What follows belongs to an exercise in optimizing a design on an open flow for small area, a short achievable clock period and few clock cycles per item; a production flow would make more cautious choices. In this exercise RTL edits were held to simulation tests only and were not proved equivalent to the original. Power is estimated from default activity; no workload was simulated.

## the reference run
## point_in_polygon_crossing_test
module point_in_polygon_crossing_test #(
    parameter int COORD_BITS  = pip_pkg::COORD_BITS_DEFAULT,
    parameter int QUEUE_DEPTH = pip_pkg::QUEUE_DEPTH_DEFAULT
) (
    input  logic                  i_clk,
    input  logic                  i_rst_n,
    input  logic                  i_cfg_we,
    input  logic                  i_cfg_idx,
    input  logic [COORD_BITS-1:0] i_cfg_data,
    input  logic                  i_valid,
    output logic                  o_ready,
    input  logic [COORD_BITS-1:0] i_vertex_x,
    input  logic [COORD_BITS-1:0] i_vertex_y,
    input  logic                  i_last_vertex,
    output logic                  o_valid,
    input  logic                  i_ready,
    output logic                  o_inside_res
);
Size: roughly 2300 cells after synthesis, about 310 flip-flops, about 20000 µm² of cells after synthesis.
clock: 10.0 ns
lec_check: 0
abc_area: 1
cap_margin: 20
core_margin: 2
core_utilization: 40
cts_buf_list: sky130_fd_sc_hd__clkbuf_4 sky130_fd_sc_hd__clkbuf_8
setup_slack_margin: 5
slew_margin: 20
run.sh (not shown) runs the stock make flow with config.mk's settings and CLKGATE_MAP_FILE= SYNTH_SCRIPT=/design/flow/synth_recipe.tcl, a recipe that flattens the netlist after the stock synthesis.
Testbench counts of the reference run, summed over its fixed seeds: cycles 15,713, vertices 14,293.
--- input diff the reference run..the trial run ---
--- a/flow/design.v
+++ b/flow/design.v
@@ -468,18 +468,25 @@
     logic [COORD_BITS-1:0] r_query_x;
     logic [COORD_BITS-1:0] r_query_y;
     logic                  hold;
     logic                  r_ready;
     logic                  accept;
     logic                  r_open;
     logic [OWE_BITS-1:0]   r_owed;
     logic [OWE_BITS-1:0]   n_owed;
     logic                  pop;
+    logic                  r_skid_v;
+    logic [COORD_BITS-1:0] r_skid_x;
+    logic [COORD_BITS-1:0] r_skid_y;
+    logic                  r_skid_first;
+    logic                  r_skid_last;
+    logic [COORD_BITS-1:0] f_x;
+    logic [COORD_BITS-1:0] f_y;
     pip_pkg::t_mag         f_mag;
     logic                  r_in_v;
     pip_pkg::t_mag         r_in;
     logic                  r_in_first;
     logic                  r_in_last;
     pip_pkg::t_vtx         in_vtx;
     logic                  r_cur_v;
     logic                  r_cur_first;
     logic                  r_cur_last;
@@ -531,45 +538,64 @@
             r_query_y <= '0;
         end else if (i_cfg_we) begin
             case (i_cfg_idx)
                 pip_pkg::CFG_QUERY_X: r_query_x <= i_cfg_data;
                 pip_pkg::CFG_QUERY_Y: r_query_y <= i_cfg_data;
                 default: ;
             endcase
         end
     end
-    assign o_ready = r_ready && !(r2_v && !r2_dec);
-    assign accept  = i_valid && o_ready;
+    assign o_ready = r_ready;
+    assign accept  = i_valid && r_ready;
     assign pop     = o_valid && i_ready;
     assign n_owed  = r_owed + OWE_BITS'(accept && i_last_vertex) - OWE_BITS'(pop);
     always_ff @(posedge i_clk) begin
         if (!i_rst_n) begin
             r_ready <= 1'b1;
             r_owed  <= '0;
             r_open  <= 1'b0;
         end else begin
-            r_ready <= (n_owed < OWE_BITS'(QUEUE_DEPTH));
+            r_ready <= (n_owed < OWE_BITS'(QUEUE_DEPTH)) && !hold;
             r_owed  <= n_owed;
             if (accept) r_open <= !i_last_vertex;
         end
     end
+    always_ff @(posedge i_clk) begin
+        if (!i_rst_n) begin
+            r_skid_v <= 1'b0;
+        end else if (!hold) begin
+            r_skid_v <= 1'b0;
+        end else if (accept) begin
+            r_skid_v <= 1'b1;
+        end
+    end
+    always_ff @(posedge i_clk) begin
+        if (hold && accept) begin
+            r_skid_x     <= i_vertex_x;
+            r_skid_y     <= i_vertex_y;
+            r_skid_first <= !r_open;
+            r_skid_last  <= i_last_vertex;
+        end
+    end
+    assign f_x = r_skid_v ? r_skid_x : i_vertex_x;
+    assign f_y = r_skid_v ? r_skid_y : i_vertex_y;
     pip_front u_front (
-        .i_x   (i_vertex_x),
-        .i_y   (i_vertex_y),
+        .i_x   (f_x),
+        .i_y   (f_y),
         .i_qx  (r_query_x),
         .i_qy  (r_query_y),
         .o_mag (f_mag)
     );
     always_ff @(posedge i_clk) begin
         if (!hold) begin
             r_in       <= f_mag;
-            r_in_first <= !r_open;
-            r_in_last  <= i_last_vertex;
+            r_in_first <= r_skid_v ? r_skid_first : !r_open;
+            r_in_last  <= r_skid_v ? r_skid_last : i_last_vertex;
         end
     end
     pip_norm u_norm (
         .i_mag (r_in),
         .o_vtx (in_vtx)
     );
     always_ff @(posedge i_clk) begin
         if (!hold) begin
             r_cur       <= in_vtx;
@@ -584,19 +610,19 @@
         end
     end
     always_ff @(posedge i_clk) begin
         if (!i_rst_n) begin
             r_in_v       <= 1'b0;
             r_cur_v      <= 1'b0;
             r_prev_first <= 1'b0;
             r_close      <= 1'b0;
         end else if (!hold) begin
-            r_in_v  <= accept;
+            r_in_v  <= r_skid_v || accept;
             r_cur_v <= r_in_v;
             if (r_cur_v) r_prev_first <= r_cur_first;
             r_close <= r_cur_v && r_cur_last;
         end
     end
     assign e_p2    = r_close ? r_first : r_cur;
     assign edge_en = r_close ? !r_prev_first : (r_cur_v && !r_cur_first);
     pip_back u_back (
         .i_p1     (r_prev),
Findings:
Compared the trial run vs the reference run, and synthesized instance count is up in the trial run.
Lower area after synthesis among the trial run and the reference run: the reference run
On core occupancy in the finished layout, the reference run tracks the trial run almost exactly.
The sequential power in the trial run sits about 8% above the value recorded for the reference run.
[diff] clock group total power, the trial run relative to the reference run: regression
Part of the cycle the worst path needs is higher on the reference run
Measured against each other, the trial run and the reference run differ in buffering overhead, the higher figure coming from the reference run.
In the trial run, count of clock buffers in the final design is higher than in the reference run.
Leftover overflow at the end of global routing essentially unchanged between the reference run and the trial run.
In the trial run relative to the reference run, first-pass GRT wire length had gone up by a little under 10%.
The trial run vs the reference run: final non-filler cell total up
Via count went up by a few percent going from the reference run to the trial run.
[compare] base=the reference run new=the trial run: sequential share of layout area went up, average wire per cell in the routed design shows an increase of about 2.7%.
Testbench counts of the trial run, summed over its fixed seeds: cycles 15,097, vertices 14,293.

static timing again, ports no longer ideal:
In the flow no input, the clock included, has a driving cell. The finished layouts below were timed again as built, in two steps.
Step 1 sets driving cells, clkbuf_16 on the clock port and buf_2 on the other inputs (assumed; they add their load-dependent delay and slew).
Step 2 moves the port delays by t, midway between the first and last clock arrival at a register: inputs arrive t later, outputs are due t later. That takes back most of the time a late clock gives input paths.
Slacks: no drivers / after step 1 / after step 2; pairs: no drivers / after step 1.
run	t (ns)	setup WS [ns]	hold slack, ns	clock arrival spread, ns
the reference run	0.680	5.358 / 5.358 / 4.813	0.428 / 0.428 / 0.428	0.047 / 0.047
the trial run	0.710	5.375 / 5.375 / 4.791	0.410 / 0.410 / 0.410	0.030 / 0.030
After both steps setup and hold are still met in every run listed. For the trial run, which loses most, drivers alone change the setup slack by 0.000 ns; drivers and shift together by -0.584 ns.
